Context: an optimization exercise on an open-source flow, tuned for a short achievable clock period and few clock cycles. The choices shown serve that exercise and are no tape-out recipe. Function was checked by simulation only, so behaviour that the tests miss may differ from the original. Power and IR drop assume default switching activity.

--- flow/design.v ---
package mips_pkg;
	localparam int word_width = 32;
	localparam int reg_addr_width = 5;
	localparam int imem_depth = 64;
	localparam int dmem_depth = 64;
	localparam int imem_addr_width = $clog2(imem_depth);
	localparam int dmem_addr_width = $clog2(dmem_depth);
	localparam logic [5:0] op_rtype = 6'h00;
	localparam logic [5:0] op_j = 6'h02;
	localparam logic [5:0] op_beq = 6'h04;
	localparam logic [5:0] op_addiu = 6'h09;
	localparam logic [5:0] op_lw = 6'h23;
	localparam logic [5:0] op_sw = 6'h2b;
	localparam logic [5:0] funct_sll = 6'h00;
	localparam logic [5:0] funct_addu = 6'h21;
	localparam logic [5:0] funct_subu = 6'h23;
	localparam logic [5:0] funct_and = 6'h24;
	localparam logic [5:0] funct_or = 6'h25;
	localparam logic [5:0] funct_slt = 6'h2a;
	typedef enum logic [2:0] {
		alu_add,
		alu_sub,
		alu_and,
		alu_or,
		alu_slt,
		alu_sll
	} alu_op_t;
	localparam logic [word_width-1:0] nop_instruction = '0;
endpackage
`timescale 1ns/1ps
import mips_pkg::*;
module mips_pipeline (
	input logic clk,
	input logic reset,
	input logic imem_we,
	input logic [imem_addr_width-1:0] imem_addr,
	input logic [word_width-1:0] imem_data,
	output logic wb_valid,
	output logic [reg_addr_width-1:0] wb_reg,
	output logic [word_width-1:0] wb_data
);
	localparam int AW = imem_addr_width;
	localparam int ID = imem_depth;
	localparam int DD = dmem_depth;
	localparam int W = word_width;
	logic ld_we;
	logic [AW-1:0] ld_addr;
	logic [W-1:0] ld_data;
	always_ff @(posedge clk) begin
		ld_we <= imem_we;
		ld_addr <= imem_addr;
		ld_data <= imem_data;
	end
	logic ld_is_j, ld_is_beq, ld_taken;
	logic [AW-1:0] ld_tgt, ld_prev, ld_next;
	assign ld_is_j = ld_data[31:26] == op_j;
	assign ld_is_beq = ld_data[31:26] == op_beq;
	assign ld_taken = ld_is_j || (ld_is_beq && (ld_data[25:21] == ld_data[20:16] || ld_data[15]));
	assign ld_tgt = ld_is_j ? ld_data[AW-1:0] : ld_addr + AW'(1) + ld_data[AW-1:0];
	assign ld_prev = ld_addr - AW'(1);
	assign ld_next = ld_addr + AW'(1);
	logic [ID-1:0][W-1:0] imem;
	logic [ID-1:0] pd_taken, nj_j, pr;
	logic [ID-1:0][AW-1:0] pd_tgt, nj_tgt;
	function automatic logic pairable(input logic [W-1:0] a, input logic [W-1:0] b);
		logic a_ok, a_wr, b_ok, dep;
		logic [4:0] a_dest;
		a_ok = a[31:26] == op_rtype || a[31:26] == op_addiu || a[31:26] == op_lw || a[31:26] == op_sw;
		a_wr = a[31:26] == op_rtype || a[31:26] == op_addiu || a[31:26] == op_lw;
		a_dest = (a[31:26] == op_rtype) ? a[15:11] : a[20:16];
		b_ok = b[31:26] == op_sw || b[31:26] == op_beq;
		dep = a_wr && a_dest != 5'd0 && (b[25:21] == a_dest || b[20:16] == a_dest);
		pairable = a_ok && b_ok && !dep;
	endfunction
	logic [W-1:0] ld_prev_word, ld_next_word;
	logic ld_pr_prev, ld_pr_this;
	always_comb begin
		ld_prev_word = '0;
		ld_next_word = '0;
		for (int k = 0; k < ID; k++) begin
			ld_prev_word = ld_prev_word | (imem[k] & {W{ld_prev == AW'(k)}});
			ld_next_word = ld_next_word | (imem[k] & {W{ld_next == AW'(k)}});
		end
	end
	assign ld_pr_prev = pairable(ld_prev_word, ld_data);
	assign ld_pr_this = pairable(ld_data, ld_next_word);
	for (genvar k = 0; k < ID; k++) begin : g_imem
		always_ff @(posedge clk) begin
			if (ld_we && ld_addr == AW'(k)) begin
				imem[k] <= ld_data;
				pd_taken[k] <= ld_taken;
				pd_tgt[k] <= ld_tgt;
				pr[k] <= ld_pr_this;
			end
			if (ld_we && ld_prev == AW'(k)) begin
				nj_j[k] <= ld_is_j;
				nj_tgt[k] <= ld_data[AW-1:0];
				pr[k] <= ld_pr_prev;
			end
		end
	end
	logic [AW-1:0] pc, pc_inc, pc_inc2;
	logic [ID-1:0] pc_oh, pc1_oh;
	logic [W-1:0] f_word, r_word, f_word1;
	logic f_taken, f_nj, r_taken, r_nj, r_pr, f_pair;
	logic f_taken1, f_nj1;
	logic [AW-1:0] f_tgt, f_njt, r_tgt, r_njt, f_tgt1, f_njt1;
	logic [AW-1:0] pc_pred, pc_alt, f_pred0, f_pred1;
	logic f_pred;
	logic [ID-1:0] pc_pred_oh;
	logic redirect;
	logic [AW-1:0] redirect_pc;
	logic [ID-1:0] redirect_oh;
	assign pc_inc = pc + AW'(1);
	assign pc_inc2 = pc + AW'(2);
	assign pc1_oh = {pc_oh[ID-2:0], pc_oh[ID-1]};
	always_comb begin
		r_word = '0;
		r_taken = 1'b0;
		r_tgt = '0;
		r_nj = 1'b0;
		r_njt = '0;
		r_pr = 1'b0;
		f_word1 = '0;
		f_taken1 = 1'b0;
		f_tgt1 = '0;
		f_nj1 = 1'b0;
		f_njt1 = '0;
		for (int k = 0; k < ID; k++) begin
			r_word = r_word | (imem[k] & {W{pc_oh[k]}});
			r_taken = r_taken | (pd_taken[k] & pc_oh[k]);
			r_tgt = r_tgt | (pd_tgt[k] & {AW{pc_oh[k]}});
			r_nj = r_nj | (nj_j[k] & pc_oh[k]);
			r_njt = r_njt | (nj_tgt[k] & {AW{pc_oh[k]}});
			r_pr = r_pr | (pr[k] & pc_oh[k]);
			f_word1 = f_word1 | (imem[k] & {W{pc1_oh[k]}});
			f_taken1 = f_taken1 | (pd_taken[k] & pc1_oh[k]);
			f_tgt1 = f_tgt1 | (pd_tgt[k] & {AW{pc1_oh[k]}});
			f_nj1 = f_nj1 | (nj_j[k] & pc1_oh[k]);
			f_njt1 = f_njt1 | (nj_tgt[k] & {AW{pc1_oh[k]}});
		end
	end
	always_comb begin
		if (ld_we && ld_addr == pc) begin
			f_word = ld_data;
			f_taken = ld_taken;
			f_tgt = ld_tgt;
		end else begin
			f_word = r_word;
			f_taken = r_taken;
			f_tgt = r_tgt;
		end
		if (ld_we && ld_addr == pc_inc) begin
			f_nj = ld_is_j;
			f_njt = ld_data[AW-1:0];
		end else begin
			f_nj = r_nj;
			f_njt = r_njt;
		end
	end
	assign f_pair = r_pr && !ld_we;
	always_comb begin
		if (f_taken)
			f_pred0 = f_tgt;
		else if (f_nj)
			f_pred0 = f_njt;
		else
			f_pred0 = pc_inc;
		if (f_taken1)
			f_pred1 = f_tgt1;
		else if (f_nj1)
			f_pred1 = f_njt1;
		else
			f_pred1 = pc_inc2;
	end
	assign pc_pred = f_pair ? f_pred1 : f_pred0;
	assign f_pred = f_pair ? f_taken1 : f_taken;
	assign pc_alt = f_pair ? (f_taken1 ? pc_inc2 : f_tgt1) : (f_taken ? pc_inc : f_tgt);
	always_comb begin
		for (int k = 0; k < ID; k++)
			pc_pred_oh[k] = pc_pred == AW'(k);
	end
	always_ff @(posedge clk) begin
		if (reset) begin
			pc <= '0;
			pc_oh <= ID'(1);
		end else if (redirect) begin
			pc <= redirect_pc;
			pc_oh <= redirect_oh;
		end else begin
			pc <= pc_pred;
			pc_oh <= pc_pred_oh;
		end
	end
	logic d_valid, d_pair, d_pred;
	logic [W-1:0] d_ins, d_ins1;
	logic [AW-1:0] d_alt;
	logic [ID-1:0] d_alt_oh;
	logic [31:0] d_rs_oh, d_rt_oh, d_rs1_oh, d_rt1_oh;
	logic [W-1:0] e_aw_ins;
	logic e_aw_pred;
	logic [AW-1:0] e_aw_alt;
	logic [ID-1:0] e_aw_alt_oh;
	logic [31:0] e_aw_rs_oh, e_aw_rt_oh;
	logic [ID-1:0] pc_alt_oh;
	logic [31:0] f_rs_oh, f_rt_oh, f_rs1_oh, f_rt1_oh;
	always_comb begin
		for (int k = 0; k < ID; k++)
			pc_alt_oh[k] = pc_alt == AW'(k);
		for (int k = 0; k < 32; k++) begin
			f_rs_oh[k] = f_word[25:21] == 5'(k);
			f_rt_oh[k] = f_word[20:16] == 5'(k);
			f_rs1_oh[k] = f_word1[25:21] == 5'(k);
			f_rt1_oh[k] = f_word1[20:16] == 5'(k);
		end
	end
	always_ff @(posedge clk) begin
		if (reset)
			d_valid <= 1'b0;
		else
			d_valid <= 1'b1;
		d_ins1 <= f_word1;
		d_rs1_oh <= f_rs1_oh;
		d_rt1_oh <= f_rt1_oh;
		if (redirect) begin
			d_pair <= 1'b0;
			d_ins <= e_aw_ins;
			d_pred <= e_aw_pred;
			d_alt <= e_aw_alt;
			d_alt_oh <= e_aw_alt_oh;
			d_rs_oh <= e_aw_rs_oh;
			d_rt_oh <= e_aw_rt_oh;
		end else begin
			d_pair <= f_pair;
			d_ins <= f_word;
			d_pred <= f_pred;
			d_alt <= pc_alt;
			d_alt_oh <= pc_alt_oh;
			d_rs_oh <= f_rs_oh;
			d_rt_oh <= f_rt_oh;
		end
	end
	logic [W-1:0] a_word;
	logic a_taken, a_nj;
	logic [AW-1:0] a_tgt, a_njt, a_inc, a_next, a_alt;
	always_comb begin
		a_word = '0;
		a_taken = 1'b0;
		a_tgt = '0;
		a_nj = 1'b0;
		a_njt = '0;
		for (int k = 0; k < ID; k++) begin
			a_word = a_word | (imem[k] & {W{d_alt_oh[k]}});
			a_taken = a_taken | (pd_taken[k] & d_alt_oh[k]);
			a_tgt = a_tgt | (pd_tgt[k] & {AW{d_alt_oh[k]}});
			a_nj = a_nj | (nj_j[k] & d_alt_oh[k]);
			a_njt = a_njt | (nj_tgt[k] & {AW{d_alt_oh[k]}});
		end
	end
	assign a_inc = d_alt + AW'(1);
	always_comb begin
		if (a_taken)
			a_next = a_tgt;
		else if (a_nj)
			a_next = a_njt;
		else
			a_next = a_inc;
	end
	assign a_alt = a_taken ? a_inc : a_tgt;
	logic [5:0] d_op, d_fn;
	logic [4:0] d_rs, d_rt, d_rd, d_dest, d_rs1, d_rt1;
	logic d_rtype, d_is_addiu, d_is_lw, d_is_sw, d_is_beq, d_wr, d_use_imm;
	logic d_add, d_sub, d_and, d_or, d_slt, d_sll;
	logic d_is_sw1, d_is_beq1;
	assign d_op = d_ins[31:26];
	assign d_fn = d_ins[5:0];
	assign d_rs = d_ins[25:21];
	assign d_rt = d_ins[20:16];
	assign d_rd = d_ins[15:11];
	assign d_rtype = d_op == op_rtype;
	assign d_is_addiu = d_op == op_addiu;
	assign d_is_lw = d_op == op_lw;
	assign d_is_sw = d_op == op_sw;
	assign d_is_beq = d_op == op_beq;
	assign d_use_imm = d_is_addiu || d_is_lw || d_is_sw;
	assign d_sll = d_rtype && d_fn == funct_sll;
	assign d_sub = d_rtype && (d_fn == funct_subu || d_fn == funct_slt);
	assign d_and = d_rtype && d_fn == funct_and;
	assign d_or = d_rtype && d_fn == funct_or;
	assign d_slt = d_rtype && d_fn == funct_slt;
	assign d_add = !(d_sll || d_and || d_or || d_slt);
	assign d_dest = d_rtype ? d_rd : d_rt;
	assign d_wr = (d_rtype || d_is_addiu || d_is_lw) && d_dest != '0;
	assign d_rs1 = d_ins1[25:21];
	assign d_rt1 = d_ins1[20:16];
	assign d_is_sw1 = d_ins1[31:26] == op_sw;
	assign d_is_beq1 = d_ins1[31:26] == op_beq;
	logic [31:0][W-1:0] rf;
	logic [31:0] w_oh;
	for (genvar k = 1; k < 32; k++) begin : g_rf
		always_ff @(posedge clk) begin
			if (w_oh[k])
				rf[k] <= wb_data;
		end
	end
	assign rf[0] = '0;
	logic [W-1:0] d_rf1, d_rf2, d_rv1, d_rv2, d_rf1_1, d_rf2_1, d_rv1_1, d_rv2_1;
	always_comb begin
		d_rf1 = '0;
		d_rf2 = '0;
		d_rf1_1 = '0;
		d_rf2_1 = '0;
		for (int k = 1; k < 32; k++) begin
			d_rf1 = d_rf1 | (rf[k] & {W{d_rs_oh[k]}});
			d_rf2 = d_rf2 | (rf[k] & {W{d_rt_oh[k]}});
			d_rf1_1 = d_rf1_1 | (rf[k] & {W{d_rs1_oh[k]}});
			d_rf2_1 = d_rf2_1 | (rf[k] & {W{d_rt1_oh[k]}});
		end
	end
	assign d_rv1 = |(w_oh & d_rs_oh) ? wb_data : d_rf1;
	assign d_rv2 = |(w_oh & d_rt_oh) ? wb_data : d_rf2;
	assign d_rv1_1 = |(w_oh & d_rs1_oh) ? wb_data : d_rf1_1;
	assign d_rv2_1 = |(w_oh & d_rt1_oh) ? wb_data : d_rf2_1;
	logic e_valid, e_wr, e_lw, e_sw, e_beq, e_pred;
	logic e_add, e_sub, e_and, e_or, e_slt, e_sll;
	logic [4:0] e_dest, e_sh;
	logic [7:0] e_off;
	logic [AW-1:0] e_aw_next;
	logic [ID-1:0] e_aw_next_oh;
	logic [W-1:0] e_a, e_b, e_sd;
	logic e_a_w, e_b_w, e_sd_w;
	logic e_sw1, e_beq1;
	logic [7:0] e_off1;
	logic [W-1:0] e_a1, e_b1;
	logic e_a1_w, e_b1_w;
	logic d_hit_rs, d_hit_rt, d_hit_rs1, d_hit_rt1;
	assign d_hit_rs = e_valid && e_wr && e_dest == d_rs;
	assign d_hit_rt = e_valid && e_wr && e_dest == d_rt;
	assign d_hit_rs1 = e_valid && e_wr && e_dest == d_rs1;
	assign d_hit_rt1 = e_valid && e_wr && e_dest == d_rt1;
	logic [ID-1:0] a_next_oh;
	logic [31:0] a_rs_oh, a_rt_oh;
	always_comb begin
		for (int k = 0; k < ID; k++)
			a_next_oh[k] = a_next == AW'(k);
		for (int k = 0; k < 32; k++) begin
			a_rs_oh[k] = a_word[25:21] == 5'(k);
			a_rt_oh[k] = a_word[20:16] == 5'(k);
		end
	end
	always_ff @(posedge clk) begin
		if (reset || redirect) begin
			e_valid <= 1'b0;
			e_sw1 <= 1'b0;
			e_beq1 <= 1'b0;
		end else begin
			e_valid <= d_valid;
			e_sw1 <= d_valid && d_pair && d_is_sw1;
			e_beq1 <= d_valid && d_pair && d_is_beq1;
		end
		e_wr <= d_wr;
		e_lw <= d_is_lw;
		e_sw <= d_is_sw;
		e_beq <= d_is_beq;
		e_pred <= d_pred;
		e_add <= d_add;
		e_sub <= d_sub;
		e_and <= d_and;
		e_or <= d_or;
		e_slt <= d_slt;
		e_sll <= d_sll;
		e_dest <= d_dest;
		e_sh <= d_ins[10:6];
		e_off <= d_ins[7:0];
		e_a <= d_rv1;
		e_b <= d_use_imm ? {{16{d_ins[15]}}, d_ins[15:0]} : d_rv2;
		e_sd <= d_rv2;
		e_a_w <= d_hit_rs;
		e_b_w <= !d_use_imm && d_hit_rt;
		e_sd_w <= d_hit_rt;
		e_off1 <= d_ins1[7:0];
		e_a1 <= d_rv1_1;
		e_b1 <= d_rv2_1;
		e_a1_w <= d_hit_rs1;
		e_b1_w <= d_hit_rt1;
		e_aw_ins <= a_word;
		e_aw_pred <= a_taken;
		e_aw_alt <= a_alt;
		e_aw_next <= a_next;
		e_aw_next_oh <= a_next_oh;
		e_aw_rs_oh <= a_rs_oh;
		e_aw_rt_oh <= a_rt_oh;
		for (int k = 0; k < ID; k++)
			e_aw_alt_oh[k] <= a_alt == AW'(k);
	end
	logic [W-1:0] x_a, x_b, x_sd, x_bx, x_sum, x_res, x_rd, x_a1, x_b1;
	logic x_lt, x_eq, x_eq1;
	logic [7:0] x_addr, x_addr1;
	logic [DD-1:0] x_idx_oh, x_idx1_oh;
	logic [DD-1:0][W-1:0] dmem;
	assign x_a = e_a_w ? wb_data : e_a;
	assign x_b = e_b_w ? wb_data : e_b;
	assign x_sd = e_sd_w ? wb_data : e_sd;
	assign x_a1 = e_a1_w ? wb_data : e_a1;
	assign x_b1 = e_b1_w ? wb_data : e_b1;
	assign x_bx = e_sub ? ~x_b : x_b;
	assign x_sum = x_a + x_bx + W'(e_sub);
	assign x_lt = (x_a[31] != x_b[31]) ? x_a[31] : x_sum[31];
	assign x_eq = x_a == x_b;
	assign x_eq1 = x_a1 == x_b1;
	always_comb begin
		x_res = '0;
		if (e_add || e_sub)
			x_res = x_sum;
		if (e_and)
			x_res = x_a & x_b;
		if (e_or)
			x_res = x_a | x_b;
		if (e_sll)
			x_res = x_b << e_sh;
		if (e_slt)
			x_res = {{(W-1){1'b0}}, x_lt};
	end
	assign redirect = e_valid && ((e_beq && (x_eq != e_pred)) || (e_beq1 && (x_eq1 != e_pred)));
	assign redirect_pc = e_aw_next;
	assign redirect_oh = e_aw_next_oh;
	assign x_addr = x_a[7:0] + e_off;
	assign x_addr1 = x_a1[7:0] + e_off1;
	always_comb begin
		for (int k = 0; k < DD; k++) begin
			x_idx_oh[k] = x_addr[dmem_addr_width+1:2] == dmem_addr_width'(k);
			x_idx1_oh[k] = x_addr1[dmem_addr_width+1:2] == dmem_addr_width'(k);
		end
	end
	for (genvar k = 0; k < DD; k++) begin : g_dmem
		always_ff @(posedge clk) begin
			if (e_sw1 && x_idx1_oh[k])
				dmem[k] <= x_b1;
			else if (e_valid && e_sw && x_idx_oh[k])
				dmem[k] <= x_sd;
		end
	end
	always_comb begin
		x_rd = '0;
		for (int k = 0; k < DD; k++)
			x_rd = x_rd | (dmem[k] & {W{x_idx_oh[k]}});
	end
	always_ff @(posedge clk) begin
		if (reset) begin
			wb_valid <= 1'b0;
			w_oh <= '0;
		end else begin
			wb_valid <= e_valid && e_wr;
			for (int k = 0; k < 32; k++)
				w_oh[k] <= e_valid && e_wr && e_dest == 5'(k);
		end
		wb_reg <= e_dest;
		wb_data <= e_lw ? x_rd : x_res;
	end
endmodule
--- flow/run.sh ---
#!/bin/bash
# synth_recipe.tcl (not shown) runs the flow's synth.tcl, then flattens the netlist and writes it again
# the make line also repeats each setting of config.mk as NAME=value (left out here)
make -C /OpenROAD-flow-scripts/flow DESIGN_CONFIG=/design/flow/config.mk WORK_HOME=/design/flow/orfs CLKGATE_MAP_FILE= SYNTH_SCRIPT=/design/flow/synth_recipe.tcl finish
--- flow/config.mk ---
export PLATFORM = sky130hd
export DESIGN_NAME = mips_pipeline
export DESIGN_NICKNAME = mips_pipeline
export VERILOG_FILES = /design/flow/design.v
export SDC_FILE = /design/flow/constraint.sdc
export NUM_CORES = 4
export LEC_CHECK = 0
export ABC_CLOCK_PERIOD_IN_PS = 2500
export CAP_MARGIN = 20
export CORE_MARGIN = 2
export CORE_UTILIZATION = 40
export PLACE_DENSITY = 0.6
export SETUP_SLACK_MARGIN = 5
export SLEW_MARGIN = 20
--- flow/constraint.sdc ---
create_clock -name core_clock -period 9.0 [get_ports {clk}]
set_input_delay 1.8000 -clock core_clock [delete_from_list [all_inputs] [get_ports {clk}]]
set_output_delay 1.8000 -clock core_clock [all_outputs]
set_load 0.01 [all_outputs]
==> notes.md <==
- Status: did not finish
- Stop stage: global routing
- Halt Reason: [ERROR GRT-0116] Global routing finished with congestion. Check the congestion regions in the DRC Viewer.
- Max clock buf depth: 4
- Starting density of the core: 0.401
- Number of synthesized flops with an enable pin: 6048
- Synth Flop Type: edfxtp_1
- Remaining Overflow, GRT: 28929
- Vias in the first global route: 408696
- Row Count: 335
- DIE HEIGHT: 916 um
- Post-CTS Hold Buffers: 0
- Ys Warns: 2
- Place WS: 1.19 ns
- Post-Synthesis Cells: 28282
- Post-synthesis sequential area ratio: 0.598
- CTS Buf Count: 757
- Total Routing Usage GR: 0.876
- CTS root buf: clkbuf_16
- Synth Register Bits: 6924
- Netlist Area Pre-Place: 333000 sq um
- Synthesized Nets: 28445
- Sinks on Clock Net: 6924
- Largest net degree at the start of global routing: 86
- Die width: 916 um
- Port-buffer cells: 78
- Syn avg cell area: 11.8 sq um
- Boundary Pins: 79
- H-tree depth: 6
- Synth cell types: 104
- First-pass GRT wire length: 4850000 um
- GPL Wtd Cong: 1.16
- Dpl hpwl: 1860000 um
- Asr flop ratio synth: 0
==> power groups by stage <==
stage | logic (mW) | clock network, mW | registers [mW]
3_5_place_dp | 56.8 | 0 | 41.6
2_1_floorplan | 26.7 | 0 | 39.9
4_1_cts | 73.2 | 32.3 | 40.6
3_3_place_gp | 54.5 | 0 | 41.5
==> how the worst max path moves through the flow <==
stage / cells past startpoint / slack [ns] / start / to
global placement: 16 / 1.17 / ld_addr[1] / pr[57]
CTS: 22 / 3.24 / ld_addr[1] / pr[25]
floorplan: 21 / 3.56 / ld_addr[2] / pc_oh[53]
detailed placement: 16 / 1.19 / ld_addr[1] / pr[28]
==> per-layer routing <==
metal	GRT overflow	track usage
met2	8051	0.956
met1	10852	0.904
met4	3244	0.805
met3	5993	0.809
met5	789	0.598
==> logic make-up after synthesis <==
group,Yosys count,share of synthesized area
mux,468,0.0149
buf+inv,3011,0.0343
simple gates,6307,0.0874
fa+ha+maj,122,0.00463
flops,6924,0.598
xor+xnor,180,0.00474
compound gates,11270,0.256
==> per-stage QoR <==
step / cell area (sq um) / util / std cells
2_1_floorplan: 335000 / - / 28282
3_5_place_dp: 358000 / 0.430 / 38580
3_3_place_gp: 357000 / 0.430 / 38561
4_1_cts: 426000 / 0.512 / 42011
==> what timing repair did <==
item	4_1_cts
cloned	459
gates resized for setup	3811
endpoints found under the setup margin	6493
buffers inserted	1550
pin swaps	691
==> cells in the mapped netlist (37+ instances only) <==
| library cell | number | area [sq um] |
|---|---|---|
| o22ai_1 | 102 | 638 |
| nor4_1 | 132 | 826 |
| xor2_1 | 42 | 368 |
| a22o_1 | 2518 | 22100 |
| nor2_1 | 2936 | 11000 |
| nand3_1 | 573 | 2870 |
| a31oi_1 | 57 | 357 |
| a222oi_1 | 302 | 3020 |
| mux2_2 | 187 | 2110 |
| dfxtp_1 | 876 | 17500 |
| a211oi_1 | 43 | 323 |
| inv_1 | 145 | 544 |
| a32oi_1 | 37 | 324 |
| nor3_1 | 298 | 1490 |
| nand2_1 | 937 | 3520 |
| nand2b_1 | 40 | 250 |
| and3_1 | 78 | 488 |
| xnor2_1 | 138 | 1210 |
| or4_1 | 112 | 841 |
| o21ai_0 | 376 | 1880 |
| mux2i_1 | 266 | 2660 |
| o31ai_1 | 46 | 345 |
| clkbuf_1 | 2082 | 7820 |
| ha_1 | 120 | 1500 |
| edfxtp_1 | 6048 | 182000 |
| buf_1 | 740 | 2780 |
| a22oi_1 | 2725 | 20500 |
| a221oi_1 | 2498 | 21900 |
| nand4_1 | 999 | 6250 |
| a21oi_1 | 2280 | 11400 |
Testbench counts, summed over its fixed seeds: cycles 43,822.
